Background: an optimization exercise with open tools, aiming at small area. Do not read the settings as production practice. Only simulation tests tie the RTL to the original design; equivalence was not proved. Power is estimated from default activity; no workload was simulated. No driver is modelled on the clock port, so clocking that relies on it looks cheaper here than on a real chip.

### design/flow/design.v
`timescale 1ns/1ns
package adxl_pkg;
    localparam int REG_WORDS   = 16;              
    localparam int WORD_ADDR_W = 4;
    localparam int BYTE_ADDR_W = 6;
    localparam int FIFO_DEPTH  = 16;
    localparam int FIFO_PTR_W  = 4;
    localparam logic [REG_WORDS*4-1:0] WRITE_MASK = 64'h0104_FEFF_7000_0000;
    localparam logic [BYTE_ADDR_W-1:0] UPD_FIRST = 6'h1D;
    localparam logic [BYTE_ADDR_W-1:0] UPD_LAST  = 6'h38;
    localparam logic [7:0]             READ_LEN  = 8'h3A;
    localparam logic [4:0] CODE_FIRST = 5'h1D;    
    localparam logic [4:0] CODE_LAST  = 5'h18;    
    localparam logic [REG_WORDS*4-1:0] UPD_MASK = WRITE_MASK & 64'h01FF_FFFF_E000_0000;
endpackage
`timescale 1ns/1ns
module adxl_reg_shadow
(
    input  logic                   CLK,
    input  logic                   RESET,
    input  logic [31:0]            wdata,
    input  logic [3:0]             wstrb,
    input  logic [3:0]             waddr,
    input  logic                   wvalid,
    input  logic [4:0]             rd_addr,       
    input  logic                   clr,
    output logic [7:0]             rd_data,
    output logic                   any_dirty,
    output logic                   dirty_at
);
    logic [63:0]      we;
    logic [63:0][7:0] shadow;
    logic [63:0]      dirty;
    always_comb begin
        for (int a = 0; a < 64; a++) begin
            we[a] = adxl_pkg::UPD_MASK[a] && wvalid && wstrb[a % 4] && (waddr == 4'(a / 4));
        end
    end
    always_ff @(posedge CLK) begin
        for (int a = 0; a < 64; a++) begin
            if (adxl_pkg::UPD_MASK[a] && we[a]) shadow[a] <= wdata[(a % 4)*8 +: 8];
        end
    end
    always_ff @(posedge CLK) begin
        for (int a = 0; a < 64; a++) begin
            if (adxl_pkg::UPD_MASK[a]) begin
                if (RESET) begin
                    dirty[a] <= 1'b0;
                end else if (we[a]) begin
                    dirty[a] <= 1'b1;
                end else if (clr && rd_addr == 5'(a)) begin
                    dirty[a] <= 1'b0;
                end
            end
        end
    end
    assign any_dirty = |(dirty & adxl_pkg::UPD_MASK);
    always_comb begin
        rd_data  = 8'h00;
        dirty_at = 1'b0;
        for (int a = 0; a < 64; a++) begin
            if (adxl_pkg::UPD_MASK[a] && rd_addr == 5'(a)) begin
                rd_data  = shadow[a];
                dirty_at = dirty[a];
            end
        end
    end
endmodule
`timescale 1ns/1ns
module adxl_cmd_sequencer
(
    input  logic        CLK,
    input  logic        RESET,
    input  logic        any_dirty,
    input  logic        dirty_at,
    input  logic [7:0]  rd_data,
    output logic [4:0]  rd_addr,       
    output logic        clr,
    input  logic        interval_enable,
    input  logic [31:0] request_interval,
    input  logic        single_request,
    output logic        single_request_complete,
    output logic [1:0]  wbeat,
    output logic [4:0]  wd1,
    output logic [7:0]  wd2,
    output logic        push,
    input  logic        full,
    output logic        arm,
    output logic        armed,
    input  logic        s_tvalid,
    input  logic        s_tlast
);
    typedef enum logic [3:0] {
        st_idle  = 4'd0,
        st_chk   = 4'd1,
        st_u0    = 4'd2,    
        st_u1    = 4'd3,    
        st_u2    = 4'd4,    
        st_p0    = 4'd5,    
        st_p1    = 4'd6,    
        st_rd    = 4'd7,    
        st_wait  = 4'd8     
    } state_t;
    state_t      state;
    logic [4:0]  addr;          
    logic [31:0] timer;
    logic        timer_zero;    
    logic        timer_hit;
    logic        sending;
    logic        done;
    assign rd_addr   = addr;
    assign timer_hit = (state == st_idle) && interval_enable && (timer_zero || (timer == '0));
    assign sending   = (state == st_u0) || (state == st_u1) || (state == st_u2) ||
                       (state == st_p0) || (state == st_p1) || (state == st_rd);
    assign push      = sending && !full;
    assign clr       = push && (state == st_u2);
    assign arm       = push && (state == st_rd);
    assign armed     = (state == st_wait);
    assign done      = armed && s_tvalid && s_tlast;
    always_comb begin
        case (state)
            st_u1, st_p1: wbeat = 2'd1;
            st_u2, st_rd: wbeat = 2'd2;
            default:      wbeat = 2'd0;
        endcase
    end
    assign wd1 = (state == st_u1) ? addr : 5'h1F;    
    assign wd2 = (state == st_u2) ? rd_data : adxl_pkg::READ_LEN;    
    always_ff @(posedge CLK) begin
        if ((state != st_idle) || !interval_enable) begin
            timer <= request_interval;
        end else begin
            timer <= timer - 32'd1;
        end
    end
    always_ff @(posedge CLK) begin
        if (RESET) begin
            timer_zero <= 1'b1;
        end else if ((state != st_idle) || !interval_enable) begin
            timer_zero <= 1'b0;
        end
    end
    always_ff @(posedge CLK) begin
        if (RESET) begin
            state                   <= st_idle;
            single_request_complete <= 1'b0;
        end else begin
            single_request_complete <= arm && single_request;
            case (state)
                st_idle: begin
                    addr <= adxl_pkg::CODE_FIRST;   
                    if (any_dirty) begin
                        state <= st_chk;          
                    end else if (single_request || timer_hit) begin
                        state <= st_p0;
                    end
                end
                st_chk: begin
                    if (dirty_at) begin
                        state <= st_u0;
                    end else if (addr == adxl_pkg::CODE_LAST) begin
                        state <= st_idle;
                    end else begin
                        addr <= addr + 1'b1;
                    end
                end
                st_u0: if (push) state <= st_u1;
                st_u1: if (push) state <= st_u2;
                st_u2: begin
                    if (push) begin
                        if (addr == adxl_pkg::CODE_LAST) begin
                            state <= st_idle;
                        end else begin
                            addr  <= addr + 1'b1;
                            state <= st_chk;
                        end
                    end
                end
                st_p0:   if (push) state <= st_p1;
                st_p1:   if (push) state <= st_rd;
                st_rd:   if (push) state <= st_wait;
                st_wait: if (done) state <= st_idle;   
                default: state <= st_idle;
            endcase
        end
    end
endmodule
`timescale 1ns/1ns
module adxl_cmd_fifo
(
    input  logic       CLK,
    input  logic       RESET,
    input  logic       push,
    input  logic [1:0] wbeat,         
    input  logic [4:0] wd1,           
    input  logic [7:0] wd2,           
    input  logic [6:0] dev,           
    output logic       full,
    output logic [7:0] m_tdata,
    output logic [7:0] m_tuser,
    output logic       m_tlast,
    output logic       m_tvalid,
    input  logic       m_tready
);
    localparam int GROUPS = 6;
    logic [adxl_pkg::FIFO_DEPTH-1:0][6:0] mem;
    logic [GROUPS-1:0][4:0]               g_d1;
    logic [GROUPS-1:0][7:0]               g_d2;
    logic [adxl_pkg::FIFO_PTR_W-1:0] wptr;
    logic [adxl_pkg::FIFO_PTR_W-1:0] rptr;
    logic       last_wr;          
    logic [2:0] gw;               
    logic [2:0] gr;               
    logic [1:0] rbeat;            
    logic       same;
    logic       wr_en;
    logic       rd_en;
    logic [6:0] h_dev;
    logic [4:0] h_d1;
    logic [7:0] h_b1;             
    logic [7:0] h_d2;
    logic       readout;
    logic       rd_cmd;
    assign same     = (wptr == rptr);
    assign full     = same && last_wr;
    assign m_tvalid = !(same && !last_wr);
    assign wr_en    = push && !full;
    assign rd_en    = m_tvalid && m_tready;
    always_ff @(posedge CLK) begin
        for (int i = 0; i < adxl_pkg::FIFO_DEPTH; i++) begin
            if (wr_en && wptr == 4'(i)) mem[i] <= dev;
        end
        for (int g = 0; g < GROUPS; g++) begin
            if (wr_en && wbeat == 2'd1 && gw == 3'(g)) g_d1[g] <= wd1;
            if (wr_en && wbeat == 2'd2 && gw == 3'(g)) g_d2[g] <= wd2;
        end
    end
    always_ff @(posedge CLK) begin
        if (RESET) begin
            wptr    <= '0;
            rptr    <= '0;
            last_wr <= 1'b0;
            gw      <= '0;
            gr      <= '0;
            rbeat   <= '0;
        end else begin
            if (wr_en) wptr <= wptr + 1'b1;
            if (rd_en) rptr <= rptr + 1'b1;
            if (wr_en != rd_en) last_wr <= wr_en;
            if (wr_en && wbeat == 2'd2) gw <= (gw == 3'(GROUPS - 1)) ? 3'd0 : gw + 3'd1;
            if (rd_en) begin
                if (rbeat == 2'd2) begin
                    rbeat <= 2'd0;
                    gr    <= (gr == 3'(GROUPS - 1)) ? 3'd0 : gr + 3'd1;
                end else begin
                    rbeat <= rbeat + 2'd1;
                end
            end
        end
    end
    always_comb begin
        h_dev = '0;
        for (int i = 0; i < adxl_pkg::FIFO_DEPTH; i++) begin
            h_dev = h_dev | ({7{rptr == 4'(i)}} & mem[i]);
        end
        h_d1 = '0;
        h_d2 = '0;
        for (int g = 0; g < GROUPS; g++) begin
            h_d1 = h_d1 | ({5{gr == 3'(g)}} & g_d1[g]);
            h_d2 = h_d2 | ({8{gr == 3'(g)}} & g_d2[g]);
        end
    end
    assign readout = (h_d1 == 5'h1F);
    assign h_b1    = readout ? 8'h00 : {2'b00, !(h_d1[4] && h_d1[3] && h_d1[2]), h_d1};
    assign rd_cmd  = (rbeat == 2'd2) && readout;
    assign m_tdata = (rbeat == 2'd0) ? 8'h01 : (rbeat == 2'd1) ? h_b1 : h_d2;
    assign m_tuser = {h_dev, rd_cmd};
    assign m_tlast = (rbeat == 2'd2) || ((rbeat == 2'd1) && readout);
endmodule
`timescale 1ns/1ns
module adxl_rx_capture
(
    input  logic        CLK,
    input  logic        arm,
    input  logic        armed,
    input  logic [7:0]  s_tdata,
    input  logic        s_tvalid,
    input  logic [3:0]  raddr,
    output logic [31:0] rdata
);
    logic [63:0][7:0] rb_mem;
    logic [5:0]       ptr;          
    logic             wr_en;
    logic             pend_v;       
    logic [7:0]       pend_d;
    logic [3:0]       raddr_q;
    assign wr_en = armed && s_tvalid;
    always_ff @(posedge CLK) begin
        if (arm) begin
            ptr <= '0;
        end else if (wr_en) begin
            ptr <= ptr + 1'b1;
        end
        pend_v  <= wr_en;
        pend_d  <= s_tdata;
        raddr_q <= raddr;
    end
    always_ff @(posedge CLK) begin
        for (int i = 0; i < 64; i++) begin
            if (pend_v && ptr == 6'(i + 1)) rb_mem[i] <= pend_d;
        end
    end
    logic [15:0] rsel;
    always_comb begin
        rsel  = 16'd1 << raddr_q;
        rdata = '0;
        for (int w = 0; w < 16; w++) begin
            rdata = rdata | ({32{rsel[w]}} & {rb_mem[4*w+3], rb_mem[4*w+2], rb_mem[4*w+1], rb_mem[4*w]});
        end
    end
endmodule
`timescale 1ns/1ns
module adxl_top
(
    input  logic                   CLK,
    input  logic                   RESET,
    input  logic [31:0]            wdata,
    input  logic [3:0]             wstrb,
    input  logic [adxl_pkg::WORD_ADDR_W-1:0] waddr,
    input  logic                   wvalid,
    input  logic [adxl_pkg::WORD_ADDR_W-1:0] raddr,
    output logic [31:0]            rdata,
    input  logic [6:0]             i2c_address,
    input  logic                   interval_enable,
    input  logic [31:0]            request_interval,
    input  logic                   single_request,
    output logic                   single_request_complete,
    output logic [7:0]             m_tdata,
    output logic [7:0]             m_tuser,
    output logic                   m_tvalid,
    output logic                   m_tlast,
    input  logic                   m_tready,
    input  logic [7:0]             s_tdata,
    input  logic                   s_tvalid,
    input  logic                   s_tlast
);
    logic [4:0] rd_addr;
    logic [7:0] rd_data;
    logic       any_dirty;
    logic       dirty_at;
    logic       clr;
    logic [1:0] wbeat;
    logic [4:0] wd1;
    logic [7:0] wd2;
    logic       push;
    logic       full;
    logic       arm;
    logic       armed;
    adxl_reg_shadow u_reg_shadow (
        .CLK       (CLK),
        .RESET     (RESET),
        .wdata     (wdata),
        .wstrb     (wstrb),
        .waddr     (waddr),
        .wvalid    (wvalid),
        .rd_addr   (rd_addr),
        .clr       (clr),
        .rd_data   (rd_data),
        .any_dirty (any_dirty),
        .dirty_at  (dirty_at)
    );
    adxl_cmd_sequencer u_cmd_sequencer (
        .CLK                     (CLK),
        .RESET                   (RESET),
        .any_dirty               (any_dirty),
        .dirty_at                (dirty_at),
        .rd_data                 (rd_data),
        .rd_addr                 (rd_addr),
        .clr                     (clr),
        .interval_enable         (interval_enable),
        .request_interval        (request_interval),
        .single_request          (single_request),
        .single_request_complete (single_request_complete),
        .wbeat                   (wbeat),
        .wd1                     (wd1),
        .wd2                     (wd2),
        .push                    (push),
        .full                    (full),
        .arm                     (arm),
        .armed                   (armed),
        .s_tvalid                (s_tvalid),
        .s_tlast                 (s_tlast)
    );
    adxl_cmd_fifo u_cmd_fifo (
        .CLK      (CLK),
        .RESET    (RESET),
        .push     (push),
        .wbeat    (wbeat),
        .wd1      (wd1),
        .wd2      (wd2),
        .dev      (i2c_address),
        .full     (full),
        .m_tdata  (m_tdata),
        .m_tuser  (m_tuser),
        .m_tlast  (m_tlast),
        .m_tvalid (m_tvalid),
        .m_tready (m_tready)
    );
    adxl_rx_capture u_rx_capture (
        .CLK      (CLK),
        .arm      (arm),
        .armed    (armed),
        .s_tdata  (s_tdata),
        .s_tvalid (s_tvalid),
        .raddr    (raddr),
        .rdata    (rdata)
    );
endmodule
### design/flow/flow/run.sh
#!/bin/bash
# The standard layout (standard.sh), with these changes:
#  - synthesis maps the logic with ABC using an area-oriented script (flow/abc_area_map.script)
#    in place of ORFS's abc_speed.script; the rest of synthesis, and so every register, is
#    unchanged. ORFS's scripts are copied to scripts_area/ with only that file replaced.
#  - ports are buffered with the smallest buffer;
#  - clock tree synthesis clusters more sinks per leaf buffer and adds no dummy loads.
set -euo pipefail
export BUFFER_PORTS_ARGS="-buffer_cell sky130_fd_sc_hd__buf_1"
export CTS_ARGS="-sink_clustering_enable -repair_clock_nets -dont_use_dummy_load -sink_clustering_size 30 -sink_clustering_max_diameter 80 -buf_list sky130_fd_sc_hd__clkbuf_16"
rm -rf scripts_area
cp -r "$FLOW_HOME/scripts" scripts_area
cp flow/abc_area_map.script scripts_area/abc_speed.script
sed "s#^make -C #make SCRIPTS_DIR=$PWD/scripts_area -C #" standard.sh > standard_area.sh
grep -q "SCRIPTS_DIR=$PWD/scripts_area" standard_area.sh
bash standard_area.sh > standard_flow.log 2>&1
### design/flow/flow/abc_area_map.script
&get -n
&st
&dch
&nf -R 1000 -p
&st
&syn2
&dch
&nf -R 1000 -p
&st
&dch -f
&nf -R 1000 -p
&put
topo
stime -c
dnsize -c
&get -n
&st
&dch -f
&nf -R 1000 -p
&put
topo
stime -c
dnsize -c
### design/flow/standard.sh
#!/bin/bash
# synth_recipe.tcl (not shown) runs the flow's synth.tcl, then flattens the netlist and writes it again
# the make line also repeats each setting of config.mk as NAME=value (left out here)
make -C /OpenROAD-flow-scripts/flow DESIGN_CONFIG=/design/flow/config.mk WORK_HOME=/design/flow/orfs CLKGATE_MAP_FILE= SYNTH_SCRIPT=/design/flow/synth_recipe.tcl "${@:-finish}"
### design/flow/config.mk
export PLATFORM = sky130hd
export DESIGN_NAME = adxl_top
export DESIGN_NICKNAME = adxl_top
export VERILOG_FILES = /design/flow/design.v
export SDC_FILE = /design/flow/constraint.sdc
export NUM_CORES = 4
export LEC_CHECK = 0
export CAP_MARGIN = 0
export CORE_MARGIN = 2
export CORE_UTILIZATION = 70
export SLEW_MARGIN = 0
### design/flow/constraint.sdc
create_clock -name core_clock -period 10.0 [get_ports {CLK}]
set_input_delay 2.0000 -clock core_clock [delete_from_list [all_inputs] [get_ports {CLK}]]
set_output_delay 2.0000 -clock core_clock [all_outputs]
set_load 0.01 [all_outputs]
==> results of run 1 <==
## area by class of cell
cell class / count / area, µm²
sequential: 952 / 27700
timing repair buffer: 181 / 801
tap: 672 / 841
inverter: 33 / 124
fill: 3030 / 12000
multi-input combinational: 1227 / 7580
clock buffer: 39 / 976
## metrics by stage
step / power, mW / setup WS, ns / area, µm² / hold slack (ns) / std cells
after floorplan: 5.25 / 4.05 / 35300 / 0.424 / 2213
after global placement: 5.58 / 3.19 / 37000 / 0.434 / 3065
after detailed placement: 5.62 / 2.95 / 37000 / 0.465 / 3065
after CTS: 7.34 / 2.91 / 38000 / 0.489 / 3104
after global routing: 7.59 / 2.19 / 38000 / 0.500 / 3104
final: 7.35 / 2.86 / 38000 / 0.480 / 3104
## synthesized netlist by cell type, types with 2 or more instances
cell | number | area, µm²
clkinv_1 | 33 | 124
nor4_1 | 16 | 100
and2_0 | 21 | 131
a21o_1 | 3 | 22.5
nor2_1 | 208 | 781
or4_1 | 4 | 30.0
mux2i_1 | 2 | 20.0
and3_1 | 13 | 81.3
and4_1 | 7 | 61.3
o211ai_1 | 9 | 67.6
o21a_1 | 2 | 15.0
a22oi_1 | 82 | 616
or2_0 | 6 | 37.5
a31oi_1 | 18 | 113
nor3b_1 | 4 | 30.0
nand2_1 | 132 | 495
a211o_1 | 4 | 35.0
ha_1 | 20 | 250
a211oi_1 | 13 | 97.6
xor2_1 | 13 | 114
a22o_1 | 8 | 70.1
o221ai_1 | 5 | 43.8
dfxtp_1 | 93 | 1860
nor2b_1 | 17 | 106
or3_1 | 15 | 93.8
edfxtp_1 | 859 | 25800
o21ai_0 | 104 | 521
xnor2_1 | 14 | 123
nand4_1 | 21 | 131
o31ai_1 | 2 | 15.0
nand2b_1 | 21 | 131
a222oi_1 | 149 | 1490
a21boi_0 | 6 | 45.0
nand3_1 | 73 | 365
nand3b_1 | 5 | 37.5
nor3_1 | 33 | 165
o22ai_1 | 3 | 18.8
a221o_1 | 7 | 70.1
a21oi_1 | 125 | 626
a221oi_1 | 37 | 324
## worst max-delay path: cells and delay by family, from the launching register on
kind	cells	cell delay, ns
simple gates	15	5.84
compound gates	2	0.35
flops	1	0.35
fa+ha+maj	1	0.14
buf+inv	1	0.05
## registers in the layout, summed over array words and instances, names as in the netlist, 8 cells and up
signal	cells
u_reg_shadow.dirty	19
u_rx_capture.rb_mem	512
u_reg_shadow.shadow	152
u_cmd_fifo.g_d2	48
u_rx_capture.pend_d	8
u_cmd_fifo.g_d1	30
u_cmd_sequencer.timer	32
u_cmd_fifo.mem	112
## cells by family (layout without fill, tap and decap cells)
kind of cell	count (synthesis)	count (layout)	synth area share [%]
mux	2	2	0.0567
flops	952	952	78.3
buf+inv	34	253	0.372
fa+ha+maj	20	20	0.709
simple gates	597	597	7.90
xor+xnor	27	27	0.670
compound gates	581	581	12.0
## cell usage in the layout, fill, tap and decap left out, types with 14 or more instances in the layout
cell type,count
a31oi_1,18
ha_1,20
xnor2_1,14
nor3_1,27
clkinv_1,33
nand4_1,21
nand3_1,73
nand2b_1,21
a221oi_1,37
a222oi_1,149
a22oi_1,82
dfxtp_1,85
nor4_1,15
a21oi_1,125
nor2_1,199
or3_1,15
clkbuf_16,39
nand2_1,132
nor2b_1,17
buf_4,32
o21ai_0,104
edfxtp_1,859
buf_1,148
and2_0,20
## routing by layer
metal | track usage (%) | vias to the layer above | share of wire (%)
li1 | - | 9501 | -
met1 | 49.6 | 10800 | 38
met2 | 52.3 | 1607 | 47
met3 | 6.57 | 183 | 13
met4 | 10.0 | 0 | 2.8
met5 | 0 | - | 0
## final timing paths
| kind | start | end | slack, ns |
|---|---|---|---|
| max | u_cmd_sequencer.timer[1] | u_cmd_fifo.g_d2[13] | 2.86 |
| min | u_cmd_sequencer.timer_zero | u_cmd_sequencer.timer_zero | 0.48 |
| max reg2reg | u_cmd_sequencer.timer[1] | u_cmd_fifo.g_d2[13] | 2.86 |
| min reg2reg | u_cmd_sequencer.timer_zero | u_cmd_sequencer.timer_zero | 0.48 |
## power breakdown
| part | switching (mW) | total [mW] | internal [mW] |
|---|---|---|---|
| clock network | 1.09 | 1.79 | 0.706 |
| registers | 0.140 | 4.61 | 4.47 |
| logic | 0.619 | 0.948 | 0.329 |
| total | 1.85 | 7.35 | 5.50 |
==> summary.txt, run 1 <==
Run status
  • Status: timing/DRC/antenna clean

Setup path
  • Kind of critical path: flip-flop to flip-flop
  • Cell Chain, Critical Path: clkinv_1, ha_1, nand2b_1, or3_1, or3_1, or3_1, nor4_1, nand3_1, nor4_1, nand2_1, nor3_1, nand2_1, or4_1, nand3_1, o311a_1, o31ai_1, nor3_1, nor2_1, nor3_1
  • Crit start category: flip-flop
  • CP required: 10.22 ns
  • Critical Path AT: 7.36 ns
  • R2r worst-path depth: 19
  • Max incr delay on CP: 0.94 ns
  • Endpoint class of the critical path: flip-flop
  • Slowest-stage cell, CP: nor3_1
  • Worst-path maximum fanout: 9

Die
  • Row cnt: 82
  • Die height: 229 µm
  • Core area: 50000 µm²
  • Initial Util: 70.7%
  • IO Pins: 150
  • Die X: 229 µm
  • Die ar.: 52300 µm²

Routing
  • Via-to-Cell Ratio: 7.11
  • Routed length per instance: 28.4 µm
  • Drt drc: 0
  • First DRT Iteration DRCs: 4038
  • Detailed-route wire length: 88100 µm
  • Drt pass-1 iters: 9
  • Vias post-DR: 22100
  • Antenna-violating nets left: 0

Finish
  • Post-layout util: 76.0%
  • Nets: 2553
  • Ratio of cells with drive above 1 in the final layout: 3.99%
  • Antenna Cells: 0
  • Area grow syn2layout: 7.59%

Synth
  • Cells after Synth: 2213
  • Synth Warn #: 4
  • Synthesized area per cell: 16.0 µm²
  • Distinct cells, synth: 46
  • Synth Net Count: 2332
  • Top_reg_cell synth: edfxtp_1
  • #FFs+latches synth: 952
  • Syn Std Cell Area: 35300 µm²
  • EDFF count, synth: 859
  • Sequential cell area fraction in the yosys report: 78.3%
  • Fraction of registers with async set/reset: 0%

Timing
  • Setup violations, final: 0
  • Tcrit/Tclk final: 71.4%
  • Pins over their slew limit: 0
  • Fmax: 0.140 GHz
  • Hold Fails Final Rpt: 0
  • Setup TNS: 0 ns
  • Relative slew slack: 10.3%
  • Minimum clock period: 7.14 ns
  • Slew @ Worst Pin: 1.33 ns
  • RSZ-0062 raised after global routing: false
  • Worst Skew: 0.0545 ns

GRT
  • Pin count of the biggest net entering global routing: 65
  • Vias in the first global route: 21000
  • Grt total ovfl: 0
  • GRT Total Usage: 33.7%
  • Antenna violations before repair: 0
  • First-pass GRT wire length: 130000 µm

Placed design
  • RD Place Congestion: 0.909
  • IO buf count: 149
  • Post-DP HPWL: 55800 µm

Hold path
  • Hold Crit Depth: 1
  • Class of the worst hold path: flip-flop to flip-flop

Run
  • Max-cap violation count: 0

Clock network
  • Skew-Pair Late Insertion Delay: 0.62 ns
  • Reg clk slew, reported paths: 0.11 ns
  • Htree depth: 2
  • CTS Hold Bufs: 0
  • Post-CTS sizing: 0
  • Clock sink count: 952
  • Post-CTS setup buffers: 0
  • CTS tree: yes
  • Clk buf depth: 3
  • Total CTS buffers: 39
  • Root buf cell: clkbuf_16

Power and ir drop
  • Power density over the cells: 193 nW/µm²
  • Worst vdd ir: 171 µV
  • Leak pwr: 11.6 nW
==> inputs of run 2 (changes only) <==
--- a/design/flow/flow/run.sh
+++ b/design/flow/flow/run.sh
@@ -9,3 +9,3 @@
 export BUFFER_PORTS_ARGS="-buffer_cell sky130_fd_sc_hd__buf_1"
-export CTS_ARGS="-sink_clustering_enable -repair_clock_nets -dont_use_dummy_load -sink_clustering_size 30 -sink_clustering_max_diameter 80 -buf_list sky130_fd_sc_hd__clkbuf_16"
+export CTS_ARGS="-sink_clustering_enable -repair_clock_nets -dont_use_dummy_load -sink_clustering_size 30 -sink_clustering_max_diameter 100 -buf_list sky130_fd_sc_hd__clkbuf_16"
 rm -rf scripts_area
--- a/design/flow/config.mk
+++ b/design/flow/config.mk
@@ -9,3 +9,3 @@
 export CORE_MARGIN = 2
-export CORE_UTILIZATION = 70
+export CORE_UTILIZATION = 75
 export SLEW_MARGIN = 0
==> run 2 against run 1 <==
- still clean on timing, DRC and antenna
- combinational power rose by 0.4%
- maximum frequency up 0.50%
- critical path depth is the same
- sequential power about the same
- highest routed layer unchanged
==> summary.txt, run 2 <==
Run status
  • Status: timing/DRC/antenna clean

Run
  • Max-cap violation count: 0 (unchanged)

Synth
  • Top_reg_cell synth: edfxtp_1
  • Cells after Synth: 2213 (unchanged)
  • Yosys top cell by area: edfxtp_1
  • Synth Warn #: 4 (unchanged)
  • Fraction of registers with async set/reset: 0% (unchanged)
  • #FFs+latches synth: 952 (unchanged)
  • Synthesized area per cell: 16.0 µm² (unchanged)
  • EDFF count, synth: 859 (unchanged)
  • Synth top cells by count: edfxtp_1, nor2_1, a222oi_1, nand2_1, a21oi_1
  • Synth Net Count: 2332 (unchanged)
  • Area fraction of the dominant cell type after synthesis: 73.1% (unchanged)
  • Syn Std Cell Area: 35300 µm² (unchanged)
  • Distinct cells, synth: 46 (unchanged)
  • Top cells by area, synth: edfxtp_1, dfxtp_1, a222oi_1
  • Sequential cell area fraction in the yosys report: 78.3% (unchanged)
  • Most common cell in the netlist: edfxtp_1

Power and ir drop
  • Tot Pwr: 7.31 mW (-0.57%)
  • Switching Fraction: 25.2% (about the same)
  • Power share of the clock group: 24.0% (-0.4 points)
  • Leak pwr: 11.6 nW (-0.31%)
  • Internal Power: 5.47 mW (-0.59%)
  • Power density over the cells: 193 nW/µm² (-0.18%)
  • Flop pwr share: 63.0% (+0.3 points)
  • Worst vdd ir: 232 µV (+35%)
  • Combinational power share: 13.0% (about the same)
  • Switching power total: 1.84 mW (-0.50%)

Routing
  • Via-to-Cell Ratio: 7.38 (+3.9%)
  • Routed length per instance: 29.0 µm (+2.3%)
  • Detailed-route wire length: 88100 µm (about the same)
  • Drt drc: 0 (unchanged)
  • First DRT Iteration DRCs: 4344 (+7.6%)
  • Drt pass-1 iters: 10 (+1)
  • Vias post-DR: 22400 (+1.5%)
  • Antenna-violating nets left: 0 (unchanged)

GRT
  • Grt total ovfl: 0 (unchanged)
  • Pin count of the biggest net entering global routing: 65 (unchanged)
  • First-pass GRT wire length: 131000 µm (+0.38%)
  • GRT Total Usage: 35.8% (+2.1 points)
  • Vias in the first global route: 21400 (+1.6%)
  • Antenna violations before repair: 0 (unchanged)

Timing
  • Fmax: 0.141 GHz (+0.50%)
  • Minimum clock period: 7.10 ns (-0.0352 ns)
  • Relative slew slack: 10.4% (+0.040 points)
  • Worst Skew: 0.0418 ns (-0.0127 ns)
  • Slew @ Worst Pin: 1.34 ns (+0.0117 ns)
  • Hold Slack: 0.484 ns (+0.00388 ns)
  • Tcrit/Tclk final: 71.0% (-0.35 points)
  • Hold Fails Final Rpt: 0 (unchanged)
  • RSZ-0062 raised after global routing: false
  • Pins over their slew limit: 0 (unchanged)
  • Setup violations, final: 0 (unchanged)
  • Setup TNS: 0 ns (unchanged)

Setup path
  • FF-to-FF setup slack: 2.90 ns (+0.04 ns)
  • Slowest-stage cell, CP: nor3_1
  • Reg2Reg Launch Point: u_cmd_sequencer.timer[1]
  • R2r worst-path depth: 19 (unchanged)
  • Endpoint class of the critical path: flip-flop
  • Max incr delay on CP: 0.95 ns (about the same)
  • Critical Path AT: 7.34 ns (-0.02 ns)
  • CP required: 10.23 ns (about the same)
  • Kind of critical path: flip-flop to flip-flop
  • Crit start category: flip-flop
  • Crit path from: u_cmd_sequencer.timer[1]
  • Worst-path maximum fanout: 9 (unchanged)
  • Reg2reg end: u_cmd_fifo.g_d2[12]
  • Cell Chain, Critical Path: clkinv_1, ha_1, nand2b_1, or3_1, or3_1, or3_1, nor4_1, nand3_1, nor4_1, nand2_1, nor3_1, nand2_1, or4_1, nand3_1, o311a_1, o31ai_1, nor3_1, nor2_1, nor3_1

Finish
  • Most flops, register: u_rx_capture.rb_mem
  • Most frequent cells in the layout: edfxtp_1, nor2_1, a222oi_1, buf_1, nand2_1
  • Nets: 2548 (-0.20%)
  • Area grow syn2layout: 7.17%
  • Max reg flops: 512 (unchanged)
  • Antenna Cells: 0 (unchanged)
  • Regs by FF count: u_rx_capture.rb_mem: 512 flops, u_reg_shadow.shadow: 152 flops, u_cmd_fifo.mem: 112 flops
  • Post-layout util: 81.3% (+5.2 points)
  • Most common library cell in the layout ignoring fill and taps: edfxtp_1
  • Ratio of cells with drive above 1 in the final layout: 3.83% (-0.16 points)
  • Final-layout fill cell count: 2412 (-20%)

Hold path
  • Hold path endpoint: u_cmd_sequencer.timer_zero
  • Hold Crit Depth: 1 (unchanged)
  • Class of the worst hold path: flip-flop to flip-flop
  • Hold_sp: u_cmd_sequencer.timer_zero

Clock network
  • CTS tree: yes
  • Clk buf depth: 3 (unchanged)
  • Root buf cell: clkbuf_16
  • Total CTS buffers: 37 (-5.1%)
  • Post-CTS setup buffers: 0 (unchanged)
  • Skew-Pair Late Insertion Delay: 0.61 ns (about the same)
  • Htree depth: 2 (unchanged)
  • Post-CTS sizing: 0 (unchanged)
  • Clock sink count: 952 (unchanged)
  • CTS Hold Bufs: 0 (unchanged)
  • Reg clk slew, reported paths: 0.11 ns (about the same)

Die
  • IO Pins: 150 (unchanged)
  • Die height: 221 µm (-3.3%)
  • Row cnt: 79 (-3.7%)
  • Initial Util: 75.8% (+5.2 points)
  • Core area: 46600 µm² (-6.8%)
  • Die ar.: 48800 µm² (-6.6%)
  • Die X: 221 µm (-3.3%)

Placed design
  • IO buf count: 149 (unchanged)
  • RD Place Congestion: 0.961 (+5.7%)
  • Post-DP HPWL: 55000 µm (-1.3%)
[run 2: cell count changes in the layout (fill, tap and decap cells not counted), sizes merged]
cell	change
buf	-3
clkbuf	-2
[run 2: area by class of cell]
| cell class | count | area, µm² | share of cell area [%] |
|---|---|---|---|
| well taps | 607 | 759 | 2.01 |
| inverters | 33 | 124 | 0.327 |
| clock buffers | 37 | 926 | 2.45 |
| flip-flops and latches | 952 | 27700 | 73.1 |
| multi-input cells | 1227 | 7590 | 20.0 |
| repair buffers | 178 | 778 | 2.06 |
[run 2: metrics by stage]
step | cell area (µm²) | worst slack, ns | cells
6_report | 37800 | 2.90 | 3034
5_1_grt | 37800 | 2.23 | 3034
3_3_place_gp | 36900 | 3.27 | 2997
4_1_cts | 37800 | 2.98 | 3034
3_5_place_dp | 36900 | 2.97 | 2997
2_1_floorplan | 35300 | 4.05 | 2213
[run 2: cell families after synthesis]
family          synth area share, %
compound gates                 12.0
xor+xnor                      0.670
fa+ha+maj                     0.709
buf+inv                       0.372
flops                          78.3
mux                          0.0567
simple gates                   7.90
[run 2: worst max-delay path by stage]
stage                     slack [ns]  cells after the start                  end
after detailed placement        2.97                     19  u_cmd_fifo.g_d2[12]
after floorplan                 4.05                      8   u_cmd_fifo.g_d2[0]
after CTS                       2.98                     19  u_cmd_fifo.g_d2[12]
after global routing            2.23                     19   u_cmd_fifo.g_d2[8]
final                           2.90                     19  u_cmd_fifo.g_d2[12]
after global placement          3.27                     19  u_cmd_fifo.g_d2[12]
[run 2: routing by layer]
layer	wire [µm]	part of all wire [%]	track usage [%]
met1	31700	36	51.8
met2	41700	47	56.4
met3	12000	14	7.36
met4	2710	3.1	10.8
met5	0	0	0
[run 2: worst max-delay path, delay by kind of cell (launching register included)]
family | cells | cell delay, ns
buffers and inverters | 1 | 0.05
and+or+nand+nor | 15 | 5.87
adders and majority gates | 1 | 0.14
DFF | 1 | 0.34
AOI/OAI and AO/OA | 2 | 0.35
[run 2: power by group through the flow]
stage,Sequential [mW],Clock (mW),Combinational (mW)
after floorplan,4.65,0,0.597
after global placement,4.67,0,0.890
after detailed placement,4.69,0,0.924
after CTS,4.60,1.74,0.935
after global routing,4.62,1.86,1.04
final,4.60,1.75,0.952

==> static timing again, ports no longer ideal <==
How much do the figures lean on ideal ports? The routed layouts below were timed once more, with nothing changed but the port constraints.
Step 1 sets driving cells, clkbuf_16 on the clock port and buf_2 on the other inputs (assumed; they add their load-dependent delay and slew).
Step 2 adds t to the input delays and takes it off the output delays; t is the mean of the earliest and latest rising clock arrival at the registers after step 1. Input paths then give back, and output paths get back, about the clock's delay inside the block.
a / b / c = ideal / step 1 / step 2; a / b = the first two.
run	shift t [ns]	slack for setup (ns)	latest minus earliest clock arrival (ns)	slew at the worst register clock pin (ns)
run 1	0.662	2.862 / 2.862 / 2.862	0.056 / 0.056	0.11 / 0.11
run 2	0.651	2.898 / 2.898 / 2.898	0.044 / 0.044	0.11 / 0.11
After both steps setup and hold are still met in every run listed.
